Background: an optimization exercise with open tools, aiming at small area. Do not read the settings as production practice. The RTL was checked by simulation tests, not by an equivalence proof against the original design. No driver is modelled on the clock port, so clock power and skew are understated where the tree is cut down; a real chip needs a root buffer or a tree. Power figures rest on the tool's default switching activity, not on a simulated workload.

## status_console
module status_console (
   input  logic         clk,
   input  logic         arst_n,
   input  logic [65:0]  status,        
   input  logic [9:0]   fetch_addr,    
   output logic [7:0]   fetch_char     
);
Size in the first run: about 190 cells after synthesis, ~7 flip-flops.
==> flow/config.mk <==
export PLATFORM = sky130hd
export DESIGN_NAME = status_console
export DESIGN_NICKNAME = status_console
export VERILOG_FILES = /design/flow/design.v
export SDC_FILE = /design/flow/constraint.sdc
export NUM_CORES = 4
export LEC_CHECK = 0
export CAP_MARGIN = 20
export CORE_AREA = 2.3 2.72 58.7 60.0
export CTS_BUF_LIST = sky130_fd_sc_hd__clkbuf_2
export DIE_AREA = 0 0 61 62.2
export PLACE_DENSITY = 0.7
export SLEW_MARGIN = 20
export SYNTH_MEMORY_MAX_BITS = 8192
==> flow/constraint.sdc <==
create_clock -name core_clock -period 6.0 [get_ports {clk}]
set_input_delay 1.2000 -clock core_clock [delete_from_list [all_inputs] [get_ports {clk}]]
set_output_delay 1.2000 -clock core_clock [all_outputs]
set_load 0.01 [all_outputs]
standard.sh (not shown) runs the stock make flow with config.mk's settings and CLKGATE_MAP_FILE= SYNTH_SCRIPT=/design/flow/synth_recipe.tcl, a recipe that flattens the netlist after the stock synthesis.
==> flow/flow/run.sh <==
#!/bin/bash
# The standard layout with two changes:
#  - synthesis maps the logic with an area-only ABC script (flow/abc_min_area.script)
#    instead of ORFS's delay-driven one; everything else in synthesis is the standard flow's own
#    script, so the registers keep their names and cells;
#  - the port buffers are the smallest buffer (buf_1) instead of the delay buffer the
#    resizer picks by default.
set -euo pipefail
here=$(pwd)
export FLOW_ABC_SCRIPT=$here/flow/abc_min_area.script
export BUFFER_PORTS_ARGS="-buffer_cell sky130_fd_sc_hd__buf_1"
cat flow/abc_override.tcl synth_recipe.tcl > my_synth.tcl
sed "s#SYNTH_SCRIPT=[^ ]*#SYNTH_SCRIPT=$here/my_synth.tcl#" standard.sh > my_standard.sh
grep -q "SYNTH_SCRIPT=$here/my_synth.tcl" my_standard.sh
bash my_standard.sh finish > flow_standard.log 2>&1
==> flow/flow/abc_min_area.script <==
strash
dch -f
map -a
strash
dch -f
map -a
topo
==> flow/flow/abc_override.tcl <==
# Map with an area-only ABC script: the flow's abc call keeps its liberty and
# dont_use arguments, only its -script is replaced.
proc abc {args} {
  set i [lsearch -exact $args -script]
  if { $i >= 0 } { set args [lreplace $args $i [expr {$i + 1}]] }
  set i [lsearch -exact $args -D]
  if { $i >= 0 } { set args [lreplace $args $i [expr {$i + 1}]] }
  yosys abc -script $::env(FLOW_ABC_SCRIPT) {*}$args
}
The starting point finished clean.
Then changed:
==> flow/flow/run.sh (replaced) <==
#!/bin/bash
# The standard layout, except that the port buffers are the smallest
# buffer (buf_1) instead of the delay buffer the resizer picks by default.
set -euo pipefail
export BUFFER_PORTS_ARGS="-buffer_cell sky130_fd_sc_hd__buf_1"
bash standard.sh finish > flow_standard.log 2>&1
removed: flow/flow/abc_min_area.script
removed: flow/flow/abc_override.tcl
After rerunning:
- final area rises by about 13%
- total power rises by 16%
- non-clock buffer count rises by 1
- sequential power is about the same
- cell count falls by about 6%
- clock power rises by about 5%

---

status_console, a different RTL version from the one above (not shown whole).
For scale: about 7 flip-flops, about 86 I/O pins.
Settings: LEC_CHECK=0, ABC_AREA=1, CAP_MARGIN=20, CORE_MARGIN=2, CORE_UTILIZATION=35, PLACE_DENSITY=0.55, SLEW_MARGIN=20, SYNTH_MEMORY_MAX_BITS=8192; clock period 6.0 ns.
run.sh (not shown) runs the stock make flow with config.mk's settings and CLKGATE_MAP_FILE= SYNTH_SCRIPT=/design/flow/synth_recipe.tcl, a recipe that flattens the netlist after the stock synthesis.
Stock flow here: none of the scripts above is used.
==> next run, changes <==
ABC_AREA = default   (was 1)
After rerunning: Global-route usage went down by 1.2 points. Routed wire length is lower by 11%. Sequential share of layout area rose by 0.28 points. Flip-flop and latch count does not change. Fmax falls by 4.2%.

---

The RTL this note starts from:
==> flow/design.v <==
typedef logic [7:0]  char_t;        
typedef logic [9:0]  cell_addr_t;   
typedef logic [4:0]  row_t;
typedef logic [4:0]  col_t;
typedef logic [6:0]  str_addr_t;    
typedef logic [56:0] chip_id_t;
typedef struct packed {
   logic progress;
   logic result;
} test_status_t;
typedef struct packed {
   logic         vga;
   logic         mode;      
   chip_id_t     chip_id;
   test_status_t memtest;
   test_status_t sdtest;
   logic [2:0]   mouse;     
} status_t;
`timescale 1ns/1ns
module video_text (
   input  logic [1:0] pos,
   input  logic       vga,
   input  logic       mode,
   output logic [6:0] ch
);
   always_comb
      case ({vga, mode, pos})
         4'b1010, 4'b1110: ch = 7'h56;    
         4'b1011, 4'b1111: ch = 7'h47;    
         4'b1000, 4'b1100: ch = 7'h41;    
         4'b1001, 4'b1101: ch = 7'h20;
         4'b0110:          ch = 7'h4E;    
         4'b0111:          ch = 7'h54;    
         4'b0100:          ch = 7'h53;    
         4'b0101:          ch = 7'h43;    
         4'b0010:          ch = 7'h50;    
         4'b0011:          ch = 7'h41;    
         4'b0000:          ch = 7'h4C;    
         default:          ch = 7'h20;
      endcase
endmodule
module result_text (
   input  logic [3:0] pos,
   input  logic       progress,
   input  logic       result,
   output logic [6:0] ch
);
   always_comb begin
      ch = 7'h20;
      if (progress)
         case (pos)
            4'd5: ch = 7'h77;    
            4'd6: ch = 7'h61;    
            4'd7: ch = 7'h69;    
            4'd8: ch = 7'h74;    
            default: ;
         endcase
      else if (result)
         case (pos)
            4'd5: ch = 7'h4F;    
            4'd6: ch = 7'h4B;    
            default: ;
         endcase
      else
         case (pos)
            4'd5: ch = 7'h45;    
            4'd8: ch = 7'h4F;    
            default: ch = 7'h52;  
         endcase
   end
endmodule
module mouse_text (
   input  logic [1:0] pos,
   input  logic [2:0] mouse,       
   output logic [6:0] ch
);
   always_comb
      case (pos)
         2'd1:    ch = mouse[0] ? 7'h4C : 7'h20;    
         2'd2:    ch = mouse[2] ? 7'h4D : 7'h20;    
         default: ch = mouse[1] ? 7'h52 : 7'h20;    
      endcase
endmodule
`timescale 1ns/1ns
module id_nibble_mux (
   input  logic [24:10] col_sel,
   input  logic [56:0]  chip_id,
   output logic [3:0]   nib
);
   logic [59:0] id_full;
   assign id_full = {3'b000, chip_id};
   always_comb begin
      nib = 4'h0;
      for (int col = 10; col <= 24; col++)
         nib = nib | ({4{col_sel[col]}} & id_full[4*(24 - col) +: 4]);
   end
endmodule
module hex_digit (
   input  logic [3:0] nib,
   output logic [6:0] ch
);
   always_comb
      case (nib)
         4'h0: ch = 7'h30;  4'h1: ch = 7'h31;  4'h2: ch = 7'h32;  4'h3: ch = 7'h33;
         4'h4: ch = 7'h34;  4'h5: ch = 7'h35;  4'h6: ch = 7'h36;  4'h7: ch = 7'h37;
         4'h8: ch = 7'h38;  4'h9: ch = 7'h39;  4'hA: ch = 7'h41;  4'hB: ch = 7'h42;
         4'hC: ch = 7'h43;  4'hD: ch = 7'h44;  4'hE: ch = 7'h45;  default: ch = 7'h46;
      endcase
endmodule
`timescale 1ns/1ns
module cell_decode (
   input  logic [9:0]  addr,
   output logic [25:10] col_sel,    
   output logic        row3,        
   output logic        row4,        
   output logic        row_res,     
   output logic        row14        
);
   logic [4:0] r, c;
   assign r = addr[9:5];
   assign c = addr[4:0];
   always_comb
      for (int i = 10; i <= 25; i++)
         col_sel[i] = (c == 5'(i));
   assign row3    = ~r[3] & ~r[2] &  r[1] &  r[0];
   assign row4    = ~r[3] &  r[2] & ~r[1] & ~r[0];
   assign row_res =  (r[3] ^ r[1]) & r[2] & ~r[0];
   assign row14   =  r[3] &  r[2] &  r[1] & ~r[0];
endmodule
`timescale 1ns/1ns
module status_console (
   input  logic         clk,
   input  logic         arst_n,
   input  logic [65:0]  status,        
   input  logic [9:0]   fetch_addr,    
   output logic [7:0]   fetch_char     
);
typedef logic [7:0]  char_t;        
typedef logic [9:0]  cell_addr_t;   
typedef logic [4:0]  row_t;
typedef logic [4:0]  col_t;
typedef logic [6:0]  str_addr_t;    
typedef logic [56:0] chip_id_t;
typedef struct packed {
   logic progress;
   logic result;
} test_status_t;
typedef struct packed {
   logic         vga;
   logic         mode;      
   chip_id_t     chip_id;
   test_status_t memtest;
   test_status_t sdtest;
   logic [2:0]   mouse;     
} status_t;
   status_t st;
   assign st = status;
   logic [25:10] col_sel;
   logic         row3, row4, row_res, row14;
   cell_decode u_dec (.addr(fetch_addr), .col_sel, .row3, .row4, .row_res, .row14);
   logic [3:0] nib;
   logic [6:0] hex_ch, video_ch, res_ch, mouse_ch;
   test_status_t t;
   id_nibble_mux u_nib (.col_sel(col_sel[24:10]), .chip_id(st.chip_id), .nib);
   hex_digit     u_hex (.nib, .ch(hex_ch));
   video_text u_video (.pos(fetch_addr[1:0]), .vga(st.vga), .mode(st.mode), .ch(video_ch));
   assign t = fetch_addr[8] ? st.sdtest : st.memtest;     
   result_text u_res (.pos(fetch_addr[3:0]), .progress(t.progress), .result(t.result),
                      .ch(res_ch));
   mouse_text u_mouse (.pos(fetch_addr[1:0]), .mouse(st.mouse), .ch(mouse_ch));
   logic in_id, in_video, in_res, in_mouse;
   assign in_id    = row4    & (|col_sel[24:10]);
   assign in_video = row3    & (|col_sel[13:10]);
   assign in_res   = row_res & (|col_sel[25:21]);
   assign in_mouse = row14   & (|col_sel[23:21]);
   logic [6:0] ch;
   always_comb
      for (int b = 0; b < 7; b++)
         if (b == 5)    
            ch[b] = ~((in_id    & ~hex_ch[b])   | (in_video & ~video_ch[b]) |
                      (in_res   & ~res_ch[b])   | (in_mouse & ~mouse_ch[b]));
         else
            ch[b] =   (in_id    &  hex_ch[b])   | (in_video &  video_ch[b]) |
                      (in_res   &  res_ch[b])   | (in_mouse &  mouse_ch[b]);
   always_ff @(posedge clk) begin
      fetch_char <= {1'b0, ch};
   end
endmodule
==> flow/config.mk <==
export PLATFORM = sky130hd
export DESIGN_NAME = status_console
export DESIGN_NICKNAME = status_console
export VERILOG_FILES = /design/flow/design.v
export SDC_FILE = /design/flow/constraint.sdc
export NUM_CORES = 4
export LEC_CHECK = 0
export CAP_MARGIN = 20
export CORE_AREA = 2.3 2.72 58.7 60.0
export CTS_BUF_LIST = sky130_fd_sc_hd__clkbuf_2
export DIE_AREA = 0 0 61 62.2
export PLACE_DENSITY = 0.7
export SLEW_MARGIN = 20
export SYNTH_MEMORY_MAX_BITS = 8192
==> flow/constraint.sdc <==
create_clock -name core_clock -period 6.0 [get_ports {clk}]
set_input_delay 1.2000 -clock core_clock [delete_from_list [all_inputs] [get_ports {clk}]]
set_output_delay 1.2000 -clock core_clock [all_outputs]
set_load 0.01 [all_outputs]
standard.sh (not shown) runs the stock make flow with config.mk's settings and CLKGATE_MAP_FILE= SYNTH_SCRIPT=/design/flow/synth_recipe.tcl, a recipe that flattens the netlist after the stock synthesis.
==> flow/flow/run.sh <==
#!/bin/bash
# The standard layout, with three changes:
#  - the synthesized netlist is flow/netlist.v, built gate by gate from the same
#    function as the RTL (see gen/ in the version); this script first proves with
#    yosys that it does exactly what design.v does, and stops if it does not.
#    Its registers are the standard synthesis's: same names, same dfxtp cells;
#  - the port buffers are the smallest buffer (buf_1) instead of the delay buffer
#    the resizer picks by default;
#  - the clock of the seven registers comes through one clkbuf_4 placed among them
#    (flow/cts_one_buffer.tcl) instead of TritonCTS's root buffer, two leaf
#    buffers and a dummy load.
set -euo pipefail
here=$(pwd)
res=$here/orfs/results/$FLOW_PLATFORM/status_console/base
lib=$FLOW_HOME/platforms/$FLOW_PLATFORM/lib/sky130_fd_sc_hd__tt_025C_1v80.lib
export BUFFER_PORTS_ARGS="-buffer_cell sky130_fd_sc_hd__buf_1"

# The standard synthesis, for everything the later steps read besides the netlist
bash standard.sh synth > flow_synth.log 2>&1

bash flow/equiv.sh "$FLOW_DESIGN" flow/netlist.v "$lib" > flow_equiv.log 2>&1
grep -q "Equivalence successfully proven" flow_equiv.log

cp "$res/1_2_yosys.v" standard_1_2_yosys.v
cp flow/netlist.v "$res/1_2_yosys.v"
rm -f "$res/1_synth.odb" "$res/1_synth.sdc"
bash standard.sh place > flow_place.log 2>&1
RESULTS=$res LIB=$lib openroad -no_init -exit flow/cts_one_buffer.tcl > flow_cts.log 2>&1
bash standard.sh finish > flow_layout.log 2>&1
==> flow/flow/cts_one_buffer.tcl <==
# Clock "tree" for the seven fetch_char registers: one clkbuf_4 between the clk
# port and every register clock pin, placed at the registers' centroid. All
# registers get the same clock arrival; no other change to the placement.
set res $::env(RESULTS)
read_liberty $::env(LIB)
read_db $res/3_place.odb
read_sdc $res/3_place.sdc

set block [ord::get_db_block]
set clk [$block findNet clk]
set master [[ord::get_db] findMaster sky130_fd_sc_hd__clkbuf_4]
set buf [odb::dbInst_create $block $master clkbuf_regs]
set leaf [odb::dbNet_create $block clknet_regs]
$leaf setSigType CLOCK
$clk setSigType CLOCK

set n 0; set sx 0; set sy 0
foreach it [$clk getITerms] {
  set inst [$it getInst]
  if {[[$it getMTerm] getName] ne "CLK"} { error "unexpected load on clk: [$inst getName]" }
  $it disconnect
  $it connect $leaf
  lassign [$inst getLocation] x y
  incr sx $x; incr sy $y; incr n
}
puts "moved $n register clock pins to clknet_regs"
[$buf findITerm A] connect $clk
[$buf findITerm X] connect $leaf
$buf setLocation [expr {$sx / $n}] [expr {$sy / $n}]
$buf setPlacementStatus PLACED
global_connect

detailed_placement
check_placement -verbose

set_propagated_clock [all_clocks]
estimate_parasitics -placement
report_clock_skew
report_checks -path_delay min_max
report_check_types -max_slew -max_capacitance -violators

write_db $res/4_1_cts.odb
write_sdc $res/4_cts.sdc
file copy -force $res/4_1_cts.odb $res/4_cts.odb
==> flow/flow/equiv.sh <==
#!/bin/bash
# equiv.sh DESIGN NETLIST LIB: proves that NETLIST does what DESIGN (the RTL) does,
# register for register (the registers are paired by name).
set -euo pipefail
D=$1; N=$2; LIB=$3; T=$(mktemp -d equiv.XXXXXX)
yosys -p "read_verilog -sv $D; hierarchy -top status_console; proc; flatten; memory; memory_map; opt; rename status_console gold; write_rtlil $T/gold.il"
yosys -p "read_liberty -ignore_miss_func $LIB; read_verilog $N; hierarchy -top status_console; proc; flatten; opt_clean; rename status_console gate; write_rtlil $T/gate.il"
yosys -p "read_rtlil $T/gold.il; read_rtlil $T/gate.il; equiv_make gold gate equiv; hierarchy -top equiv; equiv_simple -seq 2; equiv_induct -seq 2; equiv_status -assert"
rm -rf "$T"
Other scripts of this flow, unchanged in this note and not shown: flow/flow/netlist.v
The starting point passed the timing, design-rule and antenna checks.
Then changed:
--- a/flow/flow/run.sh
+++ b/flow/flow/run.sh
@@ -1,3 +1,3 @@
 #!/bin/bash
-# The standard layout, with three changes:
+# The standard layout, with two changes:
 #  - the synthesized netlist is flow/netlist.v, built gate by gate from the same
@@ -7,6 +7,3 @@
 #  - the port buffers are the smallest buffer (buf_1) instead of the delay buffer
-#    the resizer picks by default;
-#  - the clock of the seven registers comes through one clkbuf_4 placed among them
-#    (flow/cts_one_buffer.tcl) instead of TritonCTS's root buffer, two leaf
-#    buffers and a dummy load.
+#    the resizer picks by default.
 set -euo pipefail
@@ -16,2 +13,3 @@
 export BUFFER_PORTS_ARGS="-buffer_cell sky130_fd_sc_hd__buf_1"
+export CTS_ARGS="-buf_list sky130_fd_sc_hd__clkbuf_2 -root_buf sky130_fd_sc_hd__clkbuf_2 -dont_use_dummy_load -repair_clock_nets"
 
@@ -26,4 +24,2 @@
 rm -f "$res/1_synth.odb" "$res/1_synth.sdc"
-bash standard.sh place > flow_place.log 2>&1
-RESULTS=$res LIB=$lib openroad -no_init -exit flow/cts_one_buffer.tcl > flow_cts.log 2>&1
 bash standard.sh finish > flow_layout.log 2>&1
removed: flow/flow/cts_one_buffer.tcl
Result:
- sequential power barely changes
- worst hold slack is worse by 74 ps
- clock power grows by 47%
- power is higher by 7.6%
- final cell count increases by 0.72%
- design area is higher by 0.58%
- first-iteration DRC count fell by 3.1%
- via count goes up by 0.75%
The clock cells of the first run of this note come from the design's own scripts or RTL, not from TritonCTS.

## afterwards: timing with drivers on the ports
Ports are ideal in the flow. The routed layouts listed here were re-timed in OpenROAD. Step 1: set_driving_cell puts a clkbuf_16 on clk and a buf_2 on each other input, an assumption about the parent block. Step 2 times the ports against the registers' clock, not the clock port: input delays grow and output delays shrink by t, the midpoint of the rising clock arrivals with the driver on. Three values: ideal ports, drivers, drivers and shift; two values: the first two.
run	shift t [ns]	slack for setup (ns)	latest minus earliest clock arrival (ns)	worst register clock-pin slew, ns	worst slew at a driven data input, ns
the first run of note 1	0.231	2.144 / 2.140 / 1.909	0.001 / 0.001	0.06 / 0.06	0.04
the second run of note 1	0.241	2.377 / 2.363 / 2.122	0.005 / 0.005	0.07 / 0.07	0.04
the first run of note 2	0.242	1.722 / 1.720 / 1.477	0.001 / 0.001	0.04 / 0.04	0.05
the second run of note 2	0.244	1.533 / 1.526 / 1.282	0.001 / 0.001	0.04 / 0.04	0.04
the first run of note 3	0.154	2.660 / 2.656 / 2.502	0.000 / 0.000	0.07 / 0.07	0.05
the second run of note 3	0.228	2.741 / 2.737 / 2.509	0.008 / 0.008	0.06 / 0.06	0.05
After both steps every run listed still meets setup and hold. The setup slack of the second run of note 1, which loses most, moves by -0.014 ns with the drivers and by -0.255 ns with both steps.
